From an optimization exercise on the open Yosys and OpenROAD flow, aimed at small area, a short achievable clock period and few clock cycles; shortcuts taken in it are not production practice.
No functional check of the RTL was part of any run shown here.
Power and IR drop assume default switching activity.

==> flow/design.v, too long to show whole: its modules and the start of the top module <==
// module csa_level: 49 lines
// module param_wallace_multiplier: 3572 lines
module param_wallace_multiplier
#(
    parameter int WIDTH = 32
) (
    input  logic                 clk,
    input  logic                 rst,
    input  logic [WIDTH-1:0]     a,
    input  logic [WIDTH-1:0]     b,
    input  logic                 signed_mode,
    input  logic                 in_valid,
    output logic                 in_ready,
    output logic [2*WIDTH-1:0]   product,
    output logic                 out_valid,
    input  logic                 out_ready
);
  // ...
==> flow/flow/run.sh <==
#!/bin/bash
# Own layout flow: the standard ORFS flow, with Yosys's generic "abc -fast"
# inside "synth" skipped (SYNTH_ARGS=-noabc). That pass re-maps the
# XOR3/majority full-adder logic before ORFS's extract_fa, which then finds the
# adders in inverted form and leaves an inverter on most adder-to-adder nets.
# Everything else (registers, their names, the final ABC mapping, floorplan,
# placement, CTS, routing) is the standard flow.
set -euo pipefail
bash standard.sh SYNTH_ARGS=-noabc finish > standard_flow.log 2>&1
==> flow/standard.sh <==
#!/bin/bash
# synth_recipe.tcl (not shown) runs the flow's synth.tcl, then flattens the netlist and writes it again
# the make line also repeats each setting of config.mk as NAME=value (left out here)
make -C /OpenROAD-flow-scripts/flow DESIGN_CONFIG=/design/flow/config.mk WORK_HOME=/design/flow/orfs CLKGATE_MAP_FILE= SYNTH_SCRIPT=/design/flow/synth_recipe.tcl "${@:-finish}"
==> flow/config.mk <==
export PLATFORM = sky130hd
export DESIGN_NAME = param_wallace_multiplier
export DESIGN_NICKNAME = param_wallace_multiplier
export VERILOG_FILES = /design/flow/design.v
export SDC_FILE = /design/flow/constraint.sdc
export NUM_CORES = 4
export LEC_CHECK = 0
export ABC_CLOCK_PERIOD_IN_PS = 5000
export CAP_MARGIN = 20
export CORE_MARGIN = 2
export CORE_UTILIZATION = 40
export SETUP_SLACK_MARGIN = 4.0
export SLEW_MARGIN = 20
==> flow/constraint.sdc <==
create_clock -name core_clock -period 10.0 [get_ports {clk}]
set_input_delay 2.0000 -clock core_clock [delete_from_list [all_inputs] [get_ports {clk}]]
set_output_delay 2.0000 -clock core_clock [all_outputs]
set_load 0.01 [all_outputs]
==> out/results.txt, run 1 <==
status = finished clean
synth unique cells = 68
Port Buffers = 134
simple-gate share of the synthesized area = 0.0485
drt total wl = 110000 microns
worst clock skew = 0.00858 ns
asr flop ratio synth = 0
Hold Crit Depth = 2
fin cells = 3879
synthesized cell area = 28200 sq um
met1 wire length = 43000 microns
commonest non-fill, non-tap cell in the layout = xnor2_1
Worst-Margin Slew = 1.19 ns
All-Layer GR Usage = 0.295
Max Clk Rate = 0.165 GHz
r2r setup slk = 8.23 ns
I/O pin cnt = 135
post-synth top area cell = fa_1
sequential cell power = 1.61 mW
CP Max Fanout = 11
Area growth syn-to-layout = 23.8%
critical path depth = 15
row count = 97
Worst path max stage delay = 0.56 ns
switching power = 5.98 mW
met3 Use GR = 0.0989
hold endpoint = v_q
H-tree depth = 4
Initial Util = 0.403
DR pass1 iterations = 6
Setup Viol. Count Final = 0
Pleak = 13.3 nW
Final Util = 0.499
Max Transition Viols Final = 0
CP top delay family = adder cells
CP Buf/Inv Count = 5
largest class = multi-input gates
most frequent cell after synthesis = xnor2_1
sequential fraction of design power = 0.126
crit share post-route = 0.607
setup_tns = 0 ns
Worst path most repeated cell = fa_1
Combinational Power Share = 0.824
Setup CP Type = primary input to flip-flop
==> run 2: changes to the inputs <==
--- a/flow/design.v
+++ b/flow/design.v
@@ -89,26 +89,26 @@
     input  logic [WIDTH-1:0]     b,
     input  logic                 signed_mode,
     input  logic                 in_valid,
     output logic                 in_ready,
     output logic [2*WIDTH-1:0]   product,
     output logic                 out_valid,
     input  logic                 out_ready
 );
-    logic [125:0] r_q;
-    logic [125:0] r_d;
+    logic [134:0] r_q;
+    logic [134:0] r_d;
     logic        v_q;
     logic        adv_s;
-    logic [55:0] row_x;
-    logic [55:0] row_y;
-    logic [7:0] lo_x;
-    logic [7:0] lo_y;
-    logic [8:0] lo_s;
-    logic [56:0] hi_s;
+    logic [51:0] row_x;
+    logic [51:0] row_y;
+    logic [11:0] lo_x;
+    logic [11:0] lo_y;
+    logic [12:0] lo_s;
+    logic [52:0] hi_s;
     logic [33:0] ax;
     logic [34:0] bx;
     logic [33:0] xa_0;
     logic [33:0] xa_1;
     logic [33:0] xa_2;
     logic [33:0] xa_3;
     logic [33:0] xa_4;
     logic [33:0] xa_5;
@@ -2834,20 +2834,16 @@
     assign s381 = s373 ^ c348 ^ c350;
     assign c382 = (s373 & c348) | (s373 & c350) | (c348 & c350);
     assign s383 = c352 ^ s375 ^ s377;
     assign c384 = (c352 & s375) | (c352 & s377) | (s375 & s377);
     assign s385 = s379 ^ c354 ^ c356;
     assign c386 = (s379 & c354) | (s379 & c356) | (c354 & c356);
     assign s387 = s381 ^ s383 ^ c358;
     assign c388 = (s381 & s383) | (s381 & c358) | (s383 & c358);
-    assign s389 = c360 ^ s385 ^ s387;
-    assign c390 = (c360 & s385) | (c360 & s387) | (s385 & s387);
-    assign s391 = c362 ^ c364;
-    assign c392 = c362 & c364;
     assign s393 = pp_0_29 ^ pp_1_27 ^ pp_2_25;
     assign c394 = (pp_0_29 & pp_1_27) | (pp_0_29 & pp_2_25) | (pp_1_27 & pp_2_25);
     assign s395 = pp_3_23 ^ pp_4_21 ^ pp_5_19;
     assign c396 = (pp_3_23 & pp_4_21) | (pp_3_23 & pp_5_19) | (pp_4_21 & pp_5_19);
     assign s397 = pp_6_17 ^ pp_7_15 ^ pp_8_13;
     assign c398 = (pp_6_17 & pp_7_15) | (pp_6_17 & pp_8_13) | (pp_7_15 & pp_8_13);
     assign s399 = pp_9_11 ^ pp_10_9 ^ pp_11_7;
     assign c400 = (pp_9_11 & pp_10_9) | (pp_9_11 & pp_11_7) | (pp_10_9 & pp_11_7);
@@ -2862,20 +2858,16 @@
     assign s409 = s401 ^ c376 ^ c378;
     assign c410 = (s401 & c376) | (s401 & c378) | (c376 & c378);
     assign s411 = c380 ^ s403 ^ s405;
     assign c412 = (c380 & s403) | (c380 & s405) | (s403 & s405);
     assign s413 = s407 ^ c382 ^ c384;
     assign c414 = (s407 & c382) | (s407 & c384) | (c382 & c384);
     assign s415 = s409 ^ s411 ^ c386;
     assign c416 = (s409 & s411) | (s409 & c386) | (s411 & c386);
-    assign s417 = s413 ^ c388 ^ s415;
-    assign c418 = (s413 & c388) | (s413 & s415) | (c388 & s415);
-    assign s419 = c390 ^ s417;
-    assign c420 = c390 & s417;
     assign s421 = neg_15 ^ pp_0_30 ^ pp_1_28;
     assign c422 = (neg_15 & pp_0_30) | (neg_15 & pp_1_28) | (pp_0_30 & pp_1_28);
     assign s423 = pp_2_26 ^ pp_3_24 ^ pp_4_22;
     assign c424 = (pp_2_26 & pp_3_24) | (pp_2_26 & pp_4_22) | (pp_3_24 & pp_4_22);
     assign s425 = pp_5_20 ^ pp_6_18 ^ pp_7_16;
     assign c426 = (pp_5_20 & pp_6_18) | (pp_5_20 & pp_7_16) | (pp_6_18 & pp_7_16);
     assign s427 = pp_8_14 ^ pp_9_12 ^ pp_10_10;
     assign c428 = (pp_8_14 & pp_9_12) | (pp_8_14 & pp_10_10) | (pp_9_12 & pp_10_10);
@@ -2892,18 +2884,16 @@
     assign s439 = c404 ^ c406 ^ c408;
     assign c440 = (c404 & c406) | (c404 & c408) | (c406 & c408);
     assign s441 = s431 ^ s433 ^ s435;
     assign c442 = (s431 & s433) | (s431 & s435) | (s433 & s435);
     assign s443 = s437 ^ c410 ^ c412;
     assign c444 = (s437 & c410) | (s437 & c412) | (c410 & c412);
     assign s445 = s439 ^ s441 ^ c414;
     assign c446 = (s439 & s441) | (s439 & c414) | (s441 & c414);
-    assign s447 = s443 ^ c416 ^ s445;
-    assign c448 = (s443 & c416) | (s443 & s445) | (c416 & s445);
     assign s451 = pp_0_31 ^ pp_1_29 ^ pp_2_27;
     assign c452 = (pp_0_31 & pp_1_29) | (pp_0_31 & pp_2_27) | (pp_1_29 & pp_2_27);
     assign s453 = pp_3_25 ^ pp_4_23 ^ pp_5_21;
     assign c454 = (pp_3_25 & pp_4_23) | (pp_3_25 & pp_5_21) | (pp_4_23 & pp_5_21);
     assign s455 = pp_6_19 ^ pp_7_17 ^ pp_8_15;
     assign c456 = (pp_6_19 & pp_7_17) | (pp_6_19 & pp_8_15) | (pp_7_17 & pp_8_15);
     assign s457 = pp_9_13 ^ pp_10_11 ^ pp_11_9;
     assign c458 = (pp_9_13 & pp_10_11) | (pp_9_13 & pp_11_9) | (pp_10_11 & pp_11_9);
@@ -2920,18 +2910,16 @@
     assign s469 = c434 ^ c436 ^ c438;
     assign c470 = (c434 & c436) | (c434 & c438) | (c436 & c438);
     assign s471 = s461 ^ s463 ^ s465;
     assign c472 = (s461 & s463) | (s461 & s465) | (s463 & s465);
     assign s473 = c440 ^ s467 ^ c442;
     assign c474 = (c440 & s467) | (c440 & c442) | (s467 & c442);
     assign s475 = s469 ^ s471 ^ c444;
     assign c476 = (s469 & s471) | (s469 & c444) | (s471 & c444);
-    assign s477 = s473 ^ c446 ^ s475;
-    assign c478 = (s473 & c446) | (s473 & s475) | (c446 & s475);
     assign s481 = neg_16 ^ pp_0_32 ^ pp_1_30;
     assign c482 = (neg_16 & pp_0_32) | (neg_16 & pp_1_30) | (pp_0_32 & pp_1_30);
     assign s483 = pp_2_28 ^ pp_3_26 ^ pp_4_24;
     assign c484 = (pp_2_28 & pp_3_26) | (pp_2_28 & pp_4_24) | (pp_3_26 & pp_4_24);
     assign s485 = pp_5_22 ^ pp_6_20 ^ pp_7_18;
     assign c486 = (pp_5_22 & pp_6_20) | (pp_5_22 & pp_7_18) | (pp_6_20 & pp_7_18);
     assign s487 = pp_8_16 ^ pp_9_14 ^ pp_10_12;
     assign c488 = (pp_8_16 & pp_9_14) | (pp_8_16 & pp_10_12) | (pp_9_14 & pp_10_12);
@@ -2950,18 +2938,16 @@
     assign s501 = c464 ^ c466 ^ s493;
     assign c502 = (c464 & c466) | (c464 & s493) | (c466 & s493);
     assign s503 = s495 ^ s497 ^ c468;
     assign c504 = (s495 & s497) | (s495 & c468) | (s497 & c468);
     assign s505 = c470 ^ s499 ^ c472;
     assign c506 = (c470 & s499) | (c470 & c472) | (s499 & c472);
     assign s507 = s501 ^ s503 ^ c474;
     assign c508 = (s501 & s503) | (s501 & c474) | (s503 & c474);
-    assign s509 = s505 ^ c476 ^ s507;
-    assign c510 = (s505 & c476) | (s505 & s507) | (c476 & s507);
     assign s513 = 1'b1 ^ pp_0_33 ^ pp_1_31;
     assign c514 = (1'b1 & pp_0_33) | (1'b1 & pp_1_31) | (pp_0_33 & pp_1_31);
     assign s515 = pp_2_29 ^ pp_3_27 ^ pp_4_25;
     assign c516 = (pp_2_29 & pp_3_27) | (pp_2_29 & pp_4_25) | (pp_3_27 & pp_4_25);
     assign s517 = pp_5_23 ^ pp_6_21 ^ pp_7_19;
     assign c518 = (pp_5_23 & pp_6_21) | (pp_5_23 & pp_7_19) | (pp_6_21 & pp_7_19);
     assign s519 = pp_8_17 ^ pp_9_15 ^ pp_10_13;
     assign c520 = (pp_8_17 & pp_9_15) | (pp_8_17 & pp_10_13) | (pp_9_15 & pp_10_13);
@@ -3010,20 +2996,16 @@
     assign s565 = c530 ^ c532 ^ s555;
     assign c566 = (c530 & c532) | (c530 & s555) | (c532 & s555);
     assign s567 = s557 ^ s559 ^ s561;
     assign c568 = (s557 & s559) | (s557 & s561) | (s559 & s561);
     assign s569 = c534 ^ s563 ^ c536;
     assign c570 = (c534 & s563) | (c534 & c536) | (s563 & c536);
     assign s571 = s565 ^ s567 ^ c538;
     assign c572 = (s565 & s567) | (s565 & c538) | (s567 & c538);
-    assign s573 = s569 ^ c540 ^ s571;
-    assign c574 = (s569 & c540) | (s569 & s571) | (c540 & s571);
-    assign s575 = c542 ^ s573;
-    assign c576 = c542 & s573;
     assign s577 = pp_1_33 ^ pp_2_31 ^ pp_3_29;
     assign c578 = (pp_1_33 & pp_2_31) | (pp_1_33 & pp_3_29) | (pp_2_31 & pp_3_29);
     assign s579 = pp_4_27 ^ pp_5_25 ^ pp_6_23;
     assign c580 = (pp_4_27 & pp_5_25) | (pp_4_27 & pp_6_23) | (pp_5_25 & pp_6_23);
     assign s581 = pp_7_21 ^ pp_8_19 ^ pp_9_17;
     assign c582 = (pp_7_21 & pp_8_19) | (pp_7_21 & pp_9_17) | (pp_8_19 & pp_9_17);
     assign s583 = pp_10_15 ^ pp_11_13 ^ pp_12_11;
     assign c584 = (pp_10_15 & pp_11_13) | (pp_10_15 & pp_12_11) | (pp_11_13 & pp_12_11);
@@ -3068,20 +3050,16 @@
     assign s625 = c590 ^ c592 ^ s617;
     assign c626 = (c590 & c592) | (c590 & s617) | (c592 & s617);
     assign s627 = s619 ^ s621 ^ c594;
     assign c628 = (s619 & s621) | (s619 & c594) | (s621 & c594);
     assign s629 = c596 ^ s623 ^ c598;
     assign c630 = (c596 & s623) | (c596 & c598) | (s623 & c598);
     assign s631 = s625 ^ c600 ^ s627;
     assign c632 = (s625 & c600) | (s625 & s627) | (c600 & s627);
-    assign s633 = c602 ^ s629 ^ s631;
-    assign c634 = (c602 & s629) | (c602 & s631) | (s629 & s631);
-    assign s635 = c604 ^ s633;
-    assign c636 = c604 & s633;
     assign s637 = pp_2_33 ^ pp_3_31 ^ pp_4_29;
     assign c638 = (pp_2_33 & pp_3_31) | (pp_2_33 & pp_4_29) | (pp_3_31 & pp_4_29);
     assign s639 = pp_5_27 ^ pp_6_25 ^ pp_7_23;
     assign c640 = (pp_5_27 & pp_6_25) | (pp_5_27 & pp_7_23) | (pp_6_25 & pp_7_23);
     assign s641 = pp_8_21 ^ pp_9_19 ^ pp_10_17;
     assign c642 = (pp_8_21 & pp_9_19) | (pp_8_21 & pp_10_17) | (pp_9_19 & pp_10_17);
     assign s643 = pp_11_15 ^ pp_12_13 ^ pp_13_11;
     assign c644 = (pp_11_15 & pp_12_13) | (pp_11_15 & pp_13_11) | (pp_12_13 & pp_13_11);
@@ -3122,20 +3100,16 @@
     assign s681 = s673 ^ c648 ^ c650;
     assign c682 = (s673 & c648) | (s673 & c650) | (c648 & c650);
     assign s683 = c652 ^ s675 ^ s677;
     assign c684 = (c652 & s675) | (c652 & s677) | (s675 & s677);
     assign s685 = s679 ^ c654 ^ c656;
     assign c686 = (s679 & c654) | (s679 & c656) | (c654 & c656);
     assign s687 = s681 ^ s683 ^ c658;
     assign c688 = (s681 & s683) | (s681 & c658) | (s683 & c658);
-    assign s689 = s685 ^ c660 ^ s687;
-    assign c690 = (s685 & c660) | (s685 & s687) | (c660 & s687);
-    assign s691 = c662 ^ s689;
-    assign c692 = c662 & s689;
     assign s693 = pp_3_33 ^ pp_4_31 ^ pp_5_29;
     assign c694 = (pp_3_33 & pp_4_31) | (pp_3_33 & pp_5_29) | (pp_4_31 & pp_5_29);
     assign s695 = pp_6_27 ^ pp_7_25 ^ pp_8_23;
     assign c696 = (pp_6_27 & pp_7_25) | (pp_6_27 & pp_8_23) | (pp_7_25 & pp_8_23);
     assign s697 = pp_9_21 ^ pp_10_19 ^ pp_11_17;
     assign c698 = (pp_9_21 & pp_10_19) | (pp_9_21 & pp_11_17) | (pp_10_19 & pp_11_17);
     assign s699 = pp_12_15 ^ pp_13_13 ^ pp_14_11;
     assign c700 = (pp_12_15 & pp_13_13) | (pp_12_15 & pp_14_11) | (pp_13_13 & pp_14_11);
@@ -3172,20 +3146,16 @@
     assign s733 = s725 ^ c702 ^ c704;
     assign c734 = (s725 & c702) | (s725 & c704) | (c702 & c704);
     assign s735 = c706 ^ s727 ^ s729;
     assign c736 = (c706 & s727) | (c706 & s729) | (s727 & s729);
     assign s737 = s731 ^ c708 ^ c710;
     assign c738 = (s731 & c708) | (s731 & c710) | (c708 & c710);
     assign s739 = s733 ^ s735 ^ c712;
     assign c740 = (s733 & s735) | (s733 & c712) | (s735 & c712);
-    assign s741 = c714 ^ s737 ^ s739;
-    assign c742 = (c714 & s737) | (c714 & s739) | (s737 & s739);
-    assign s743 = c716 ^ s741;
-    assign c744 = c716 & s741;
     assign s745 = pp_4_33 ^ pp_5_31 ^ pp_6_29;
     assign c746 = (pp_4_33 & pp_5_31) | (pp_4_33 & pp_6_29) | (pp_5_31 & pp_6_29);
     assign s747 = pp_7_27 ^ pp_8_25 ^ pp_9_23;
     assign c748 = (pp_7_27 & pp_8_25) | (pp_7_27 & pp_9_23) | (pp_8_25 & pp_9_23);
     assign s749 = pp_10_21 ^ pp_11_19 ^ pp_12_17;
     assign c750 = (pp_10_21 & pp_11_19) | (pp_10_21 & pp_12_17) | (pp_11_19 & pp_12_17);
     assign s751 = pp_13_15 ^ pp_14_13 ^ pp_15_11;
     assign c752 = (pp_13_15 & pp_14_13) | (pp_13_15 & pp_15_11) | (pp_14_13 & pp_15_11);
@@ -3242,18 +3212,16 @@
     assign s805 = s797 ^ s799 ^ c778;
     assign c806 = (s797 & s799) | (s797 & c778) | (s799 & c778);
     assign s807 = c780 ^ c782 ^ s801;
     assign c808 = (c780 & c782) | (c780 & s801) | (c782 & s801);
     assign s809 = s803 ^ c784 ^ s805;
     assign c810 = (s803 & c784) | (s803 & s805) | (c784 & s805);
     assign s811 = c786 ^ s807 ^ c788;
     assign c812 = (c786 & s807) | (c786 & c788) | (s807 & c788);
-    assign s813 = s809 ^ c790 ^ s811;
-    assign c814 = (s809 & c790) | (s809 & s811) | (c790 & s811);
     assign s815 = 1'b1 ^ pp_6_32 ^ pp_7_30;
     assign c816 = (1'b1 & pp_6_32) | (1'b1 & pp_7_30) | (pp_6_32 & pp_7_30);
     assign s817 = pp_8_28 ^ pp_9_26 ^ pp_10_24;
     assign c818 = (pp_8_28 & pp_9_26) | (pp_8_28 & pp_10_24) | (pp_9_26 & pp_10_24);
     assign s819 = pp_11_22 ^ pp_12_20 ^ pp_13_18;
     assign c820 = (pp_11_22 & pp_12_20) | (pp_11_22 & pp_13_18) | (pp_12_20 & pp_13_18);
     assign s821 = pp_14_16 ^ pp_15_14 ^ pp_16_12;
     assign c822 = (pp_14_16 & pp_15_14) | (pp_14_16 & pp_16_12) | (pp_15_14 & pp_16_12);
@@ -3284,18 +3252,16 @@
     assign s847 = s837 ^ s839 ^ s841;
     assign c848 = (s837 & s839) | (s837 & s841) | (s839 & s841);
     assign s849 = c824 ^ c826 ^ s843;
     assign c850 = (c824 & c826) | (c824 & s843) | (c826 & s843);
     assign s851 = s845 ^ s847 ^ c828;
     assign c852 = (s845 & s847) | (s845 & c828) | (s847 & c828);
     assign s853 = c830 ^ s849 ^ c832;
     assign c854 = (c830 & s849) | (c830 & c832) | (s849 & c832);
-    assign s855 = s851 ^ c834 ^ s853;
-    assign c856 = (s851 & c834) | (s851 & s853) | (c834 & s853);
     assign s857 = 1'b1 ^ pp_7_32 ^ pp_8_30;
     assign c858 = (1'b1 & pp_7_32) | (1'b1 & pp_8_30) | (pp_7_32 & pp_8_30);
     assign s859 = pp_9_28 ^ pp_10_26 ^ pp_11_24;
     assign c860 = (pp_9_28 & pp_10_26) | (pp_9_28 & pp_11_24) | (pp_10_26 & pp_11_24);
     assign s861 = pp_12_22 ^ pp_13_20 ^ pp_14_18;
     assign c862 = (pp_12_22 & pp_13_20) | (pp_12_22 & pp_14_18) | (pp_13_20 & pp_14_18);
     assign s863 = pp_15_16 ^ pp_16_14 ^ c838;
     assign c864 = (pp_15_16 & pp_16_14) | (pp_15_16 & c838) | (pp_16_14 & c838);
@@ -3322,18 +3288,16 @@
     assign s885 = c862 ^ s877 ^ s879;
     assign c886 = (c862 & s877) | (c862 & s879) | (s877 & s879);
     assign s887 = s881 ^ c864 ^ c866;
     assign c888 = (s881 & c864) | (s881 & c866) | (c864 & c866);
     assign s889 = s883 ^ s885 ^ c868;
     assign c890 = (s883 & s885) | (s883 & c868) | (s885 & c868);
     assign s891 = c870 ^ s887 ^ c872;
     assign c892 = (c870 & s887) | (c870 & c872) | (s887 & c872);
-    assign s893 = s889 ^ c874 ^ s891;
-    assign c894 = (s889 & c874) | (s889 & s891) | (c874 & s891);
     assign s895 = 1'b1 ^ pp_8_32 ^ pp_9_30;
     assign c896 = (1'b1 & pp_8_32) | (1'b1 & pp_9_30) | (pp_8_32 & pp_9_30);
     assign s897 = pp_10_28 ^ pp_11_26 ^ pp_12_24;
     assign c898 = (pp_10_28 & pp_11_26) | (pp_10_28 & pp_12_24) | (pp_11_26 & pp_12_24);
     assign s899 = pp_13_22 ^ pp_14_20 ^ pp_15_18;
     assign c900 = (pp_13_22 & pp_14_20) | (pp_13_22 & pp_15_18) | (pp_14_20 & pp_15_18);
     assign s901 = pp_16_16 ^ c878 ^ c880;
     assign c902 = (pp_16_16 & c878) | (pp_16_16 & c880) | (c878 & c880);
@@ -3356,18 +3320,16 @@
     assign s919 = c896 ^ c898 ^ c900;
     assign c920 = (c896 & c898) | (c896 & c900) | (c898 & c900);
     assign s921 = s913 ^ s915 ^ s917;
     assign c922 = (s913 & s915) | (s913 & s917) | (s915 & s917);
     assign s923 = c902 ^ c904 ^ s919;
     assign c924 = (c902 & c904) | (c902 & s919) | (c904 & s919);
     assign s925 = s921 ^ c906 ^ s923;
     assign c926 = (s921 & c906) | (s921 & s923) | (c906 & s923);
-    assign s927 = c908 ^ s925 ^ c910;
-    assign c928 = (c908 & s925) | (c908 & c910) | (s925 & c910);
     assign s929 = 1'b1 ^ pp_9_32 ^ pp_10_30;
     assign c930 = (1'b1 & pp_9_32) | (1'b1 & pp_10_30) | (pp_9_32 & pp_10_30);
     assign s931 = pp_11_28 ^ pp_12_26 ^ pp_13_24;
     assign c932 = (pp_11_28 & pp_12_26) | (pp_11_28 & pp_13_24) | (pp_12_26 & pp_13_24);
     assign s933 = pp_14_22 ^ pp_15_20 ^ pp_16_18;
     assign c934 = (pp_14_22 & pp_15_20) | (pp_14_22 & pp_16_18) | (pp_15_20 & pp_16_18);
     assign s935 = c914 ^ c916 ^ c918;
     assign c936 = (c914 & c916) | (c914 & c918) | (c916 & c918);
@@ -3483,171 +3445,218 @@
     assign c1046 = (pp_14_33 & pp_15_31) | (pp_14_33 & pp_16_29) | (pp_15_31 & pp_16_29);
     assign s1047 = c1040 ^ s1045 ^ c1042;
     assign c1048 = (c1040 & s1045) | (c1040 & c1042) | (s1045 & c1042);
     assign s1049 = 1'b1 ^ pp_15_32 ^ pp_16_30;
     assign c1050 = (1'b1 & pp_15_32) | (1'b1 & pp_16_30) | (pp_15_32 & pp_16_30);
     assign s1051 = c1046 ^ s1049;
     assign c1052 = c1046 & s1049;
     assign s1053 = pp_15_33 ^ pp_16_31 ^ c1050;
-    assign lo_x = {s21, s15, s9, s5, c2, pp_1_0, pp_0_1, pp_0_0};
-    assign lo_y = {s23, s17, s11, s7, s3, s1, 1'b0, neg_0};
+    assign lo_x = {c50, s47, s37, c24, s21, s15, s9, s5, c2, pp_1_0, pp_0_1, pp_0_0};
+    assign lo_y = {s59, s49, s39, s31, s23, s17, s11, s7, s3, s1, 1'b0, neg_0};
     assign lo_s = {1'b0, lo_x} + {1'b0, lo_y};
-    assign r_d[0] = c418;
-    assign r_d[1] = s447;
-    assign r_d[2] = c448;
-    assign r_d[3] = s477;
-    assign r_d[4] = c478;
-    assign r_d[5] = s509;
-    assign r_d[6] = c508;
-    assign r_d[7] = s541;
-    assign r_d[8] = c510;
-    assign r_d[9] = c572;
-    assign r_d[10] = s603;
-    assign r_d[11] = c574;
-    assign r_d[12] = s659;
-    assign r_d[13] = c634;
-    assign r_d[14] = s661;
-    assign r_d[15] = c688;
-    assign r_d[16] = s715;
-    assign r_d[17] = c690;
-    assign r_d[18] = c740;
-    assign r_d[19] = s765;
-    assign r_d[20] = c742;
-    assign r_d[21] = lo_s[0];
-    assign r_d[22] = lo_s[1];
-    assign r_d[23] = lo_s[2];
-    assign r_d[24] = lo_s[3];
-    assign r_d[25] = lo_s[4];
-    assign r_d[26] = lo_s[5];
-    assign r_d[27] = lo_s[6];
-    assign r_d[28] = lo_s[7];
-    assign r_d[29] = lo_s[8];
-    assign r_d[30] = c24;
-    assign r_d[31] = s31;
-    assign r_d[32] = s37;
-    assign r_d[33] = s39;
-    assign r_d[34] = s47;
-    assign r_d[35] = s49;
-    assign r_d[36] = c50;
-    assign r_d[37] = s59;
-    assign r_d[38] = c60;
-    assign r_d[39] = s71;
-    assign r_d[40] = s81;
-    assign r_d[41] = s83;
-    assign r_d[42] = c84;
-    assign r_d[43] = s97;
-    assign r_d[44] = c98;
-    assign r_d[45] = s111;
-    assign r_d[46] = c112;
-    assign r_d[47] = s127;
-    assign r_d[48] = c128;
-    assign r_d[49] = s143;
-    assign r_d[50] = c144;
-    assign r_d[51] = s161;
-    assign r_d[52] = s177;
-    assign r_d[53] = s179;
-    assign r_d[54] = c180;
-    assign r_d[55] = s199;
-    assign r_d[56] = c200;
-    assign r_d[57] = s219;
-    assign r_d[58] = c220;
-    assign r_d[59] = s241;
-    assign r_d[60] = c242;
-    assign r_d[61] = s263;
-    assign r_d[62] = c264;
-    assign r_d[63] = s287;
-    assign r_d[64] = c288;
-    assign r_d[65] = s311;
-    assign r_d[66] = c312;
-    assign r_d[67] = s337;
-    assign r_d[68] = c338;
-    assign r_d[69] = s363;
-    assign r_d[70] = s389;
-    assign r_d[71] = s391;
-    assign r_d[72] = c392;
-    assign r_d[73] = s419;
-    assign r_d[74] = c420;
-    assign r_d[75] = s575;
-    assign r_d[76] = c576;
-    assign r_d[77] = s635;
-    assign r_d[78] = c636;
-    assign r_d[79] = s691;
-    assign r_d[80] = c692;
-    assign r_d[81] = s743;
-    assign r_d[82] = c744;
-    assign r_d[83] = s791;
-    assign r_d[84] = c792;
-    assign r_d[85] = s813;
-    assign r_d[86] = c814;
-    assign r_d[87] = s835;
-    assign r_d[88] = c836;
-    assign r_d[89] = s855;
-    assign r_d[90] = c856;
-    assign r_d[91] = s875;
-    assign r_d[92] = c876;
-    assign r_d[93] = s893;
-    assign r_d[94] = c894;
-    assign r_d[95] = s911;
-    assign r_d[96] = c912;
-    assign r_d[97] = s927;
-    assign r_d[98] = c928;
-    assign r_d[99] = s943;
-    assign r_d[100] = c944;
-    assign r_d[101] = s957;
-    assign r_d[102] = c958;
-    assign r_d[103] = s971;
-    assign r_d[104] = c972;
-    assign r_d[105] = s983;
-    assign r_d[106] = c984;
-    assign r_d[107] = s995;
-    assign r_d[108] = c996;
-    assign r_d[109] = s1005;
-    assign r_d[110] = c1006;
-    assign r_d[111] = s1015;
-    assign r_d[112] = c1016;
-    assign r_d[113] = s1023;
-    assign r_d[114] = c1024;
-    assign r_d[115] = s1031;
-    assign r_d[116] = c1032;
-    assign r_d[117] = s1037;
-    assign r_d[118] = c1038;
-    assign r_d[119] = s1043;
-    assign r_d[120] = c1044;
-    assign r_d[121] = s1047;
-    assign r_d[122] = c1048;
-    assign r_d[123] = s1051;
-    assign r_d[124] = c1052;
-    assign r_d[125] = s1053;
+    assign r_d[0] = c360;
+    assign r_d[1] = s385;
+    assign r_d[2] = s387;
+    assign r_d[3] = c362;
+    assign r_d[4] = c364;
+    assign r_d[5] = s413;
+    assign r_d[6] = c388;
+    assign r_d[7] = s415;
+    assign r_d[8] = s443;
+    assign r_d[9] = c416;
+    assign r_d[10] = s445;
+    assign r_d[11] = s473;
+    assign r_d[12] = c446;
+    assign r_d[13] = s475;
+    assign r_d[14] = s505;
+    assign r_d[15] = c476;
+    assign r_d[16] = s507;
+    assign r_d[17] = c508;
+    assign r_d[18] = s541;
+    assign r_d[19] = s569;
+    assign r_d[20] = c540;
+    assign r_d[21] = s571;
+    assign r_d[22] = c542;
+    assign r_d[23] = c572;
+    assign r_d[24] = s603;
+    assign r_d[25] = c602;
+    assign r_d[26] = s629;
+    assign r_d[27] = s631;
+    assign r_d[28] = c604;
+    assign r_d[29] = s659;
+    assign r_d[30] = s661;
+    assign r_d[31] = s685;
+    assign r_d[32] = c660;
+    assign r_d[33] = s687;
+    assign r_d[34] = c662;
+    assign r_d[35] = c688;
+    assign r_d[36] = s715;
+    assign r_d[37] = c714;
+    assign r_d[38] = s737;
+    assign r_d[39] = s739;
+    assign r_d[40] = c716;
+    assign r_d[41] = c740;
+    assign r_d[42] = s765;
+    assign r_d[43] = s809;
+    assign r_d[44] = c790;
+    assign r_d[45] = s811;
+    assign r_d[46] = s851;
+    assign r_d[47] = c834;
+    assign r_d[48] = s853;
+    assign r_d[49] = s889;
+    assign r_d[50] = c874;
+    assign r_d[51] = s891;
+    assign r_d[52] = c908;
+    assign r_d[53] = s925;
+    assign r_d[54] = c910;
+    assign r_d[55] = lo_s[0];
+    assign r_d[56] = lo_s[1];
+    assign r_d[57] = lo_s[2];
+    assign r_d[58] = lo_s[3];
+    assign r_d[59] = lo_s[4];
+    assign r_d[60] = lo_s[5];
+    assign r_d[61] = lo_s[6];
+    assign r_d[62] = lo_s[7];
+    assign r_d[63] = lo_s[8];
+    assign r_d[64] = lo_s[9];
+    assign r_d[65] = lo_s[10];
+    assign r_d[66] = lo_s[11];
+    assign r_d[67] = lo_s[12];
+    assign r_d[68] = c60;
+    assign r_d[69] = s71;
+    assign r_d[70] = s81;
+    assign r_d[71] = s83;
+    assign r_d[72] = c84;
+    assign r_d[73] = s97;
+    assign r_d[74] = c98;
+    assign r_d[75] = s111;
+    assign r_d[76] = c112;
+    assign r_d[77] = s127;
+    assign r_d[78] = c128;
+    assign r_d[79] = s143;
+    assign r_d[80] = c144;
+    assign r_d[81] = s161;
+    assign r_d[82] = s177;
+    assign r_d[83] = s179;
+    assign r_d[84] = c180;
+    assign r_d[85] = s199;
+    assign r_d[86] = c200;
+    assign r_d[87] = s219;
+    assign r_d[88] = c220;
+    assign r_d[89] = s241;
+    assign r_d[90] = c242;
+    assign r_d[91] = s263;
+    assign r_d[92] = c264;
+    assign r_d[93] = s287;
+    assign r_d[94] = c288;
+    assign r_d[95] = s311;
+    assign r_d[96] = c312;
+    assign r_d[97] = s337;
+    assign r_d[98] = c338;
+    assign r_d[99] = s363;
+    assign r_d[100] = s791;
+    assign r_d[101] = c792;
+    assign r_d[102] = s835;
+    assign r_d[103] = c836;
+    assign r_d[104] = s875;
+    assign r_d[105] = c876;
+    assign r_d[106] = s911;
+    assign r_d[107] = c912;
+    assign r_d[108] = s943;
+    assign r_d[109] = c944;
+    assign r_d[110] = s957;
+    assign r_d[111] = c958;
+    assign r_d[112] = s971;
+    assign r_d[113] = c972;
+    assign r_d[114] = s983;
+    assign r_d[115] = c984;
+    assign r_d[116] = s995;
+    assign r_d[117] = c996;
+    assign r_d[118] = s1005;
+    assign r_d[119] = c1006;
+    assign r_d[120] = s1015;
+    assign r_d[121] = c1016;
+    assign r_d[122] = s1023;
+    assign r_d[123] = c1024;
+    assign r_d[124] = s1031;
+    assign r_d[125] = c1032;
+    assign r_d[126] = s1037;
+    assign r_d[127] = c1038;
+    assign r_d[128] = s1043;
+    assign r_d[129] = c1044;
+    assign r_d[130] = s1047;
+    assign r_d[131] = c1048;
+    assign r_d[132] = s1051;
+    assign r_d[133] = c1052;
+    assign r_d[134] = s1053;
     always_ff @(posedge clk) begin
         if (rst) begin
             v_q <= 1'b0;
         end else if (adv_s) begin
             v_q <= in_valid;
         end
     end
     always_ff @(posedge clk) begin
         if (adv_s) begin
             r_q <= r_d;
         end
     end
-    assign s449 = r_q[0] ^ r_q[1];
-    assign c450 = r_q[0] & r_q[1];
-    assign s479 = r_q[2] ^ r_q[3];
-    assign c480 = r_q[2] & r_q[3];
-    assign s511 = r_q[4] ^ r_q[5];
-    assign c512 = r_q[4] & r_q[5];
-    assign s543 = r_q[6] ^ r_q[7] ^ r_q[8];
-    assign c544 = (r_q[6] & r_q[7]) | (r_q[6] & r_q[8]) | (r_q[7] & r_q[8]);
-    assign s605 = r_q[9] ^ r_q[10] ^ r_q[11];
-    assign c606 = (r_q[9] & r_q[10]) | (r_q[9] & r_q[11]) | (r_q[10] & r_q[11]);
-    assign s663 = r_q[12] ^ r_q[13] ^ r_q[14];
-    assign c664 = (r_q[12] & r_q[13]) | (r_q[12] & r_q[14]) | (r_q[13] & r_q[14]);
-    assign s717 = r_q[15] ^ r_q[16] ^ r_q[17];
-    assign c718 = (r_q[15] & r_q[16]) | (r_q[15] & r_q[17]) | (r_q[16] & r_q[17]);
-    assign s767 = r_q[18] ^ r_q[19] ^ r_q[20];
-    assign c768 = (r_q[18] & r_q[19]) | (r_q[18] & r_q[20]) | (r_q[19] & r_q[20]);
-    assign row_x = {r_q[124], r_q[122], r_q[120], r_q[118], r_q[116], r_q[114], r_q[112], r_q[110], r_q[108], r_q[106], r_q[104], r_q[102], r_q[100], r_q[98], r_q[96], r_q[94], r_q[92], r_q[90], r_q[88], r_q[86], r_q[84], c768, r_q[82], c718, r_q[80], c664, r_q[78], c606, r_q[76], c544, c512, c480, c450, r_q[74], r_q[72], r_q[70], r_q[68], r_q[66], r_q[64], r_q[62], r_q[60], r_q[58], r_q[56], r_q[54], r_q[52], r_q[50], r_q[48], r_q[46], r_q[44], r_q[42], r_q[40], r_q[38], r_q[36], r_q[34], r_q[32], r_q[30]};
-    assign row_y = {r_q[125], r_q[123], r_q[121], r_q[119], r_q[117], r_q[115], r_q[113], r_q[111], r_q[109], r_q[107], r_q[105], r_q[103], r_q[101], r_q[99], r_q[97], r_q[95], r_q[93], r_q[91], r_q[89], r_q[87], r_q[85], r_q[83], s767, r_q[81], s717, r_q[79], s663, r_q[77], s605, r_q[75], s543, s511, s479, s449, r_q[73], r_q[71], r_q[69], r_q[67], r_q[65], r_q[63], r_q[61], r_q[59], r_q[57], r_q[55], r_q[53], r_q[51], r_q[49], r_q[47], r_q[45], r_q[43], r_q[41], r_q[39], r_q[37], r_q[35], r_q[33], r_q[31]};
-    assign hi_s = {row_x, 1'b1} + {row_y, r_q[29]};
-    assign product   = {hi_s[56:1], r_q[28], r_q[27], r_q[26], r_q[25], r_q[24], r_q[23], r_q[22], r_q[21]};
+    assign s389 = r_q[0] ^ r_q[1] ^ r_q[2];
+    assign c390 = (r_q[0] & r_q[1]) | (r_q[0] & r_q[2]) | (r_q[1] & r_q[2]);
+    assign s391 = r_q[3] ^ r_q[4];
+    assign c392 = r_q[3] & r_q[4];
+    assign s417 = r_q[5] ^ r_q[6] ^ r_q[7];
+    assign c418 = (r_q[5] & r_q[6]) | (r_q[5] & r_q[7]) | (r_q[6] & r_q[7]);
+    assign s419 = c390 ^ s417;
+    assign c420 = c390 & s417;
+    assign s447 = r_q[8] ^ r_q[9] ^ r_q[10];
+    assign c448 = (r_q[8] & r_q[9]) | (r_q[8] & r_q[10]) | (r_q[9] & r_q[10]);
+    assign s449 = c418 ^ s447;
+    assign c450 = c418 & s447;
+    assign s477 = r_q[11] ^ r_q[12] ^ r_q[13];
+    assign c478 = (r_q[11] & r_q[12]) | (r_q[11] & r_q[13]) | (r_q[12] & r_q[13]);
+    assign s479 = c448 ^ s477;
+    assign c480 = c448 & s477;
+    assign s509 = r_q[14] ^ r_q[15] ^ r_q[16];
+    assign c510 = (r_q[14] & r_q[15]) | (r_q[14] & r_q[16]) | (r_q[15] & r_q[16]);
+    assign s511 = c478 ^ s509;
+    assign c512 = c478 & s509;
+    assign s543 = r_q[17] ^ r_q[18] ^ c510;
+    assign c544 = (r_q[17] & r_q[18]) | (r_q[17] & c510) | (r_q[18] & c510);
+    assign s573 = r_q[19] ^ r_q[20] ^ r_q[21];
+    assign c574 = (r_q[19] & r_q[20]) | (r_q[19] & r_q[21]) | (r_q[20] & r_q[21]);
+    assign s575 = r_q[22] ^ s573;
+    assign c576 = r_q[22] & s573;
+    assign s605 = r_q[23] ^ r_q[24] ^ c574;
+    assign c606 = (r_q[23] & r_q[24]) | (r_q[23] & c574) | (r_q[24] & c574);
+    assign s633 = r_q[25] ^ r_q[26] ^ r_q[27];
+    assign c634 = (r_q[25] & r_q[26]) | (r_q[25] & r_q[27]) | (r_q[26] & r_q[27]);
+    assign s635 = r_q[28] ^ s633;
+    assign c636 = r_q[28] & s633;
+    assign s663 = r_q[29] ^ c634 ^ r_q[30];
+    assign c664 = (r_q[29] & c634) | (r_q[29] & r_q[30]) | (c634 & r_q[30]);
+    assign s689 = r_q[31] ^ r_q[32] ^ r_q[33];
+    assign c690 = (r_q[31] & r_q[32]) | (r_q[31] & r_q[33]) | (r_q[32] & r_q[33]);
+    assign s691 = r_q[34] ^ s689;
+    assign c692 = r_q[34] & s689;
+    assign s717 = r_q[35] ^ r_q[36] ^ c690;
+    assign c718 = (r_q[35] & r_q[36]) | (r_q[35] & c690) | (r_q[36] & c690);
+    assign s741 = r_q[37] ^ r_q[38] ^ r_q[39];
+    assign c742 = (r_q[37] & r_q[38]) | (r_q[37] & r_q[39]) | (r_q[38] & r_q[39]);
+    assign s743 = r_q[40] ^ s741;
+    assign c744 = r_q[40] & s741;
+    assign s767 = r_q[41] ^ r_q[42] ^ c742;
+    assign c768 = (r_q[41] & r_q[42]) | (r_q[41] & c742) | (r_q[42] & c742);
+    assign s813 = r_q[43] ^ r_q[44] ^ r_q[45];
+    assign c814 = (r_q[43] & r_q[44]) | (r_q[43] & r_q[45]) | (r_q[44] & r_q[45]);
+    assign s855 = r_q[46] ^ r_q[47] ^ r_q[48];
+    assign c856 = (r_q[46] & r_q[47]) | (r_q[46] & r_q[48]) | (r_q[47] & r_q[48]);
+    assign s893 = r_q[49] ^ r_q[50] ^ r_q[51];
+    assign c894 = (r_q[49] & r_q[50]) | (r_q[49] & r_q[51]) | (r_q[50] & r_q[51]);
+    assign s927 = r_q[52] ^ r_q[53] ^ r_q[54];
+    assign c928 = (r_q[52] & r_q[53]) | (r_q[52] & r_q[54]) | (r_q[53] & r_q[54]);
+    assign row_x = {r_q[133], r_q[131], r_q[129], r_q[127], r_q[125], r_q[123], r_q[121], r_q[119], r_q[117], r_q[115], r_q[113], r_q[111], r_q[109], c928, r_q[107], c894, r_q[105], c856, r_q[103], c814, r_q[101], c768, c744, c718, c692, c664, c636, c606, c576, c544, c512, c480, c450, c420, c392, s389, r_q[98], r_q[96], r_q[94], r_q[92], r_q[90], r_q[88], r_q[86], r_q[84], r_q[82], r_q[80], r_q[78], r_q[76], r_q[74], r_q[72], r_q[70], r_q[68]};
+    assign row_y = {r_q[134], r_q[132], r_q[130], r_q[128], r_q[126], r_q[124], r_q[122], r_q[120], r_q[118], r_q[116], r_q[114], r_q[112], r_q[110], r_q[108], s927, r_q[106], s893, r_q[104], s855, r_q[102], s813, r_q[100], s767, s743, s717, s691, s663, s635, s605, s575, s543, s511, s479, s449, s419, s391, r_q[99], r_q[97], r_q[95], r_q[93], r_q[91], r_q[89], r_q[87], r_q[85], r_q[83], r_q[81], r_q[79], r_q[77], r_q[75], r_q[73], r_q[71], r_q[69]};
+    assign hi_s = {row_x, 1'b1} + {row_y, r_q[67]};
+    assign product   = {hi_s[52:1], r_q[66], r_q[65], r_q[64], r_q[63], r_q[62], r_q[61], r_q[60], r_q[59], r_q[58], r_q[57], r_q[56], r_q[55]};
     assign out_valid = v_q;
 endmodule
--- a/flow/config.mk
+++ b/flow/config.mk
@@ -4,10 +4,11 @@
 export VERILOG_FILES = /design/flow/design.v
 export SDC_FILE = /design/flow/constraint.sdc
 export NUM_CORES = 4
 export LEC_CHECK = 0
 export ABC_CLOCK_PERIOD_IN_PS = 5000
 export CAP_MARGIN = 20
 export CORE_MARGIN = 2
 export CORE_UTILIZATION = 40
+export CTS_BUF_LIST = sky130_fd_sc_hd__clkbuf_4 sky130_fd_sc_hd__clkbuf_8
 export SETUP_SLACK_MARGIN = 4.0
 export SLEW_MARGIN = 20
==> run 2 against run 1 <==
Still clean. Critical path type is now flip-flop to output port. Sequential share of layout area grew 1.3 points. Clock power decreased by about 10%. First-iteration DRC count down 23%. Cell area down 4.5%.
==> out/results.txt, run 2 <==
layout cells sized above 1 = 0.158
synthesized cell area = 28500 sq um (+0.77%)
Area growth syn-to-layout = 17.3%
Mapped Avg Cell Area = 10.1 sq um
grt total ovfl = 0
Commonest cells post-synth = xnor2_1, fa_1, o22ai_1
Max-Cap Viols = 0
post-synth top area cell = fa_1
max FFs per register = 135
Final GP Congestion = 0.924
Worst Hold Class = flip-flop to flip-flop
synth unique cells = 64 (-5.9%)
Largest regs = r_q x135, v_q x1
largest family of logic cells by synthesized area = adder cells
wire per inst = 25.8 microns
first-pass GRT wire length = 149000 microns
Die H = 271 microns
pre-CTS setup slack = 2.03 ns
Initial Util = 0.405 (+0.00169)
Top FF cell, synth = edfxtp_1
setup ws final = 3.85 ns
Setup CP Type = flip-flop to output port
latest clock arrival within the worst-skew pair = 0.58 ns
mux share of post-synthesis cell area = 0.0109
Sink Count = 136
status = finished clean
Worst-Margin Slew = 0.953 ns (-0.238 ns)
Max IR drop VDD = 287 uV
asr flop ratio synth = 0 (unchanged)
Final Net Count = 3538
Die Width = 271 microns
post-synthesis compound-gate area fraction = 0.179
largest net degree at the start of global routing = 59
CTS tree = yes
All-Layer GR Usage = 0.265 (-0.0302)
Post-route DRC = 0
via count = 23600
Worst path max stage delay = 0.58 ns (+0.02 ns)
Pwr Density = 412 nW/um^2
Max Transition Viols Final = 0 (unchanged)
Slew HR = 0.365
critical-path cell list = fa_2 -> ha_1 -> ha_4 -> a21oi_1 -> o21ai_1 -> o221a_2 -> o21ai_4 -> a211oi_4 -> buf_4 -> o21ai_2 -> nand2_1 -> a221oi_2 -> xnor2_1 -> clkbuf_2
Pleak = 12.7 nW (-4.5%)
Crit path arrival time = 4.15 ns
I/O pin cnt = 135 (unchanged)
crit start category = flip-flop
Port Buffers = 134 (unchanged)
Mapped Cells = 2809
Max Clk Rate = 0.163 GHz (-1.3%)
most frequent cell after synthesis = xnor2_1
DR pass1 iterations = 5 (-1)
crit share post-route = 0.615 (+0.00815)
sequential area share after synthesis = 0.143
drt total wl = 98400 microns (-11%)
Setup Viol. Count Final = 0 (unchanged)
post-route ant nets = 0
Via density = 6.18
top cells by area, synth = fa_1, xnor2_1, edfxtp_1
fill cell count = 6417
adder-cell share of the synthesized area = 0.389
initial antenna violation count = 7
synth warn = 1
Post-CTS Hold Fix Bufs = 0
total die area = 73300 sq um
XOR/XNOR Fraction of Synth Area = 0.181
Clock Path Buffers = 2
CP endpoint kind = output port
clock-pin slew on the worst setup and hold paths = 0.08 ns
setup_tns = 0 ns (unchanged)
Post-Syn Nets = 3485
count of state elements after synthesis = 136
number of enable flip-flop cells after synthesis = 135
DR iter-0 viols = 2455
most frequent cells in the layout = xnor2_1, fa_1, o22ai_1
Critical Path RT = 8.00 ns
Num CTS Buffers = 17
critical path's slowest cell = fa_2
row count = 97 (unchanged)
Final HPWL DP = 75300 microns
number of global-route vias before repair = 24700
worst clock skew = 0.0159 ns (+0.00731 ns)
total core area = 70300 sq um
post-synth top area share = 0.327
simple-gate share of the synthesized area = 0.0457 (-0.00274)
CP Max Fanout = 9 (-2)
CTS Root Cell = clkbuf_8
final hold vios = 0
Final min period = 6.15 ns
Top reg by flops = r_q
commonest non-fill, non-tap cell in the layout = xnor2_1
H-tree depth = 4 (unchanged)
RSZ-0062 raised after global routing = true
run 2: cell count changes after synthesis, moves of 8 or more:
| cell | delta |
|---|---|
| xor2_1 | -18 |
| nand3_1 | -9 |
| nor2b_1 | -8 |
| a21o_1 | -14 |
| a211oi_1 | +8 |
| edfxtp_1 | +9 |
| nor2_1 | -8 |
| xnor2_1 | +15 |
run 2: logic make-up (layout without fill, tap and decap cells):
kind of cell	count (synthesis)	in the layout
adders and majority gates	607	607
DFF	136	136
other	0	2
muxes	31	31
AOI/OAI and AO/OA	798	798
buffers and inverters	372	433
xor gates and xnor gates	588	588
and+or+nand+nor	277	281
run 2: critical path, delay by kind of cell, from the launching register on:
| kind | cells | cell delay [ns] |
|---|---|---|
| buffers and inverters | 2 | 0.31 |
| adder cells (fa/ha/maj) | 3 | 1.10 |
| XOR/XNOR | 1 | 0.15 |
| flip-flops | 1 | 0.41 |
| AND/OR/NAND/NOR | 1 | 0.12 |
| AO/OA/AOI/OAI | 7 | 1.50 |
run 2: path summary, 6_finish.rpt:
check                from          end  slack [ns]  cells past startpoint
setup / recovery  r_q[14]  product[61]        3.85                     14
hold / removal        v_q          v_q        0.92                      2
setup reg to reg      v_q     r_q[133]        8.11                      2
hold reg to reg       v_q          v_q        0.92                      2
run 2: layout make-up:
cell class | instances | area (sq um) | area share
Multi-Input combinational cell | 2305 | 24300 | 0.729
Sequential cell | 136 | 4070 | 0.122
Timing Repair Buffer | 295 | 2830 | 0.0847
Tap cell | 940 | 1180 | 0.0352
Inverter | 105 | 489 | 0.0146
Clock buffer | 19 | 249 | 0.00745
Clock inverter | 12 | 223 | 0.00667
Timing Repair inverter | 2 | 16.3 | 0.000487
Antenna cell | 2 | 5.00 | 0.000150
run 2: power by group:
part           switching [mW]  total (mW)  internal, mW  leakage (nW)
sequential              0.131        1.59          1.46          1.44
clock                   0.244       0.570         0.325         0.235
combinational            6.24        11.6          5.38          11.1
run 2: layer usage:
layer	vias up	routed length, microns	global-route usage
met5	-	65	0
met4	10	5070	0.125
met3	311	8530	0.0547
met2	1348	46200	0.434
met1	11800	38500	0.336
li1	10100	-	-
run 2: through the flow:
step	hold WS [ns]	cells	utilization	power [mW]	area, sq um
final	0.916	3816	0.475	13.8	33400
after detailed placement	0.924	3702	0.436	12.1	30700
after global routing	0.958	3815	0.475	15.0	33400
after global placement	0.893	3702	0.436	11.9	30700
after floorplan	2.07	2809	-	8.04	28600
after CTS	0.936	3772	0.458	13.3	32200
run 2: repair_timing:
| item | in CTS | in global routing |
|---|---|---|
| cloned | 7 | 3 |
| pin swaps | 39 | 49 |
| endpoints found under the setup margin | 144 | 60 |
| setup buffers | 32 | 39 |
| gates resized for setup | 253 | 175 |

port drivers added, routing unchanged:
No port has a modelled driver above. Below, the same layouts with a new extraction and two added sets of constraints.
Step 1, drivers: a clkbuf_16 drives clk and a buf_2 each remaining input, both assumed.
Step 2 adds t to the input delays and takes it off the output delays; t is the mean of the earliest and latest rising clock arrival at the registers after step 1. Input paths then give back, and output paths get back, about the clock's delay inside the block.
Three values: ideal, step 1, step 2; two values: the first two.
| run | t (ns) | setup WS [ns] | cell pins on the clock port's net |
|---|---|---|---|
| run 1 | 0.524 | 3.935 / 3.968 / 3.444 | 1 |
| run 2 | 0.621 | 3.853 / 3.796 / 3.378 | 1 |
After both steps every run listed still meets setup and hold. The setup slack of run 1, which loses most, moves by +0.033 ns with the drivers and by -0.491 ns with both steps.
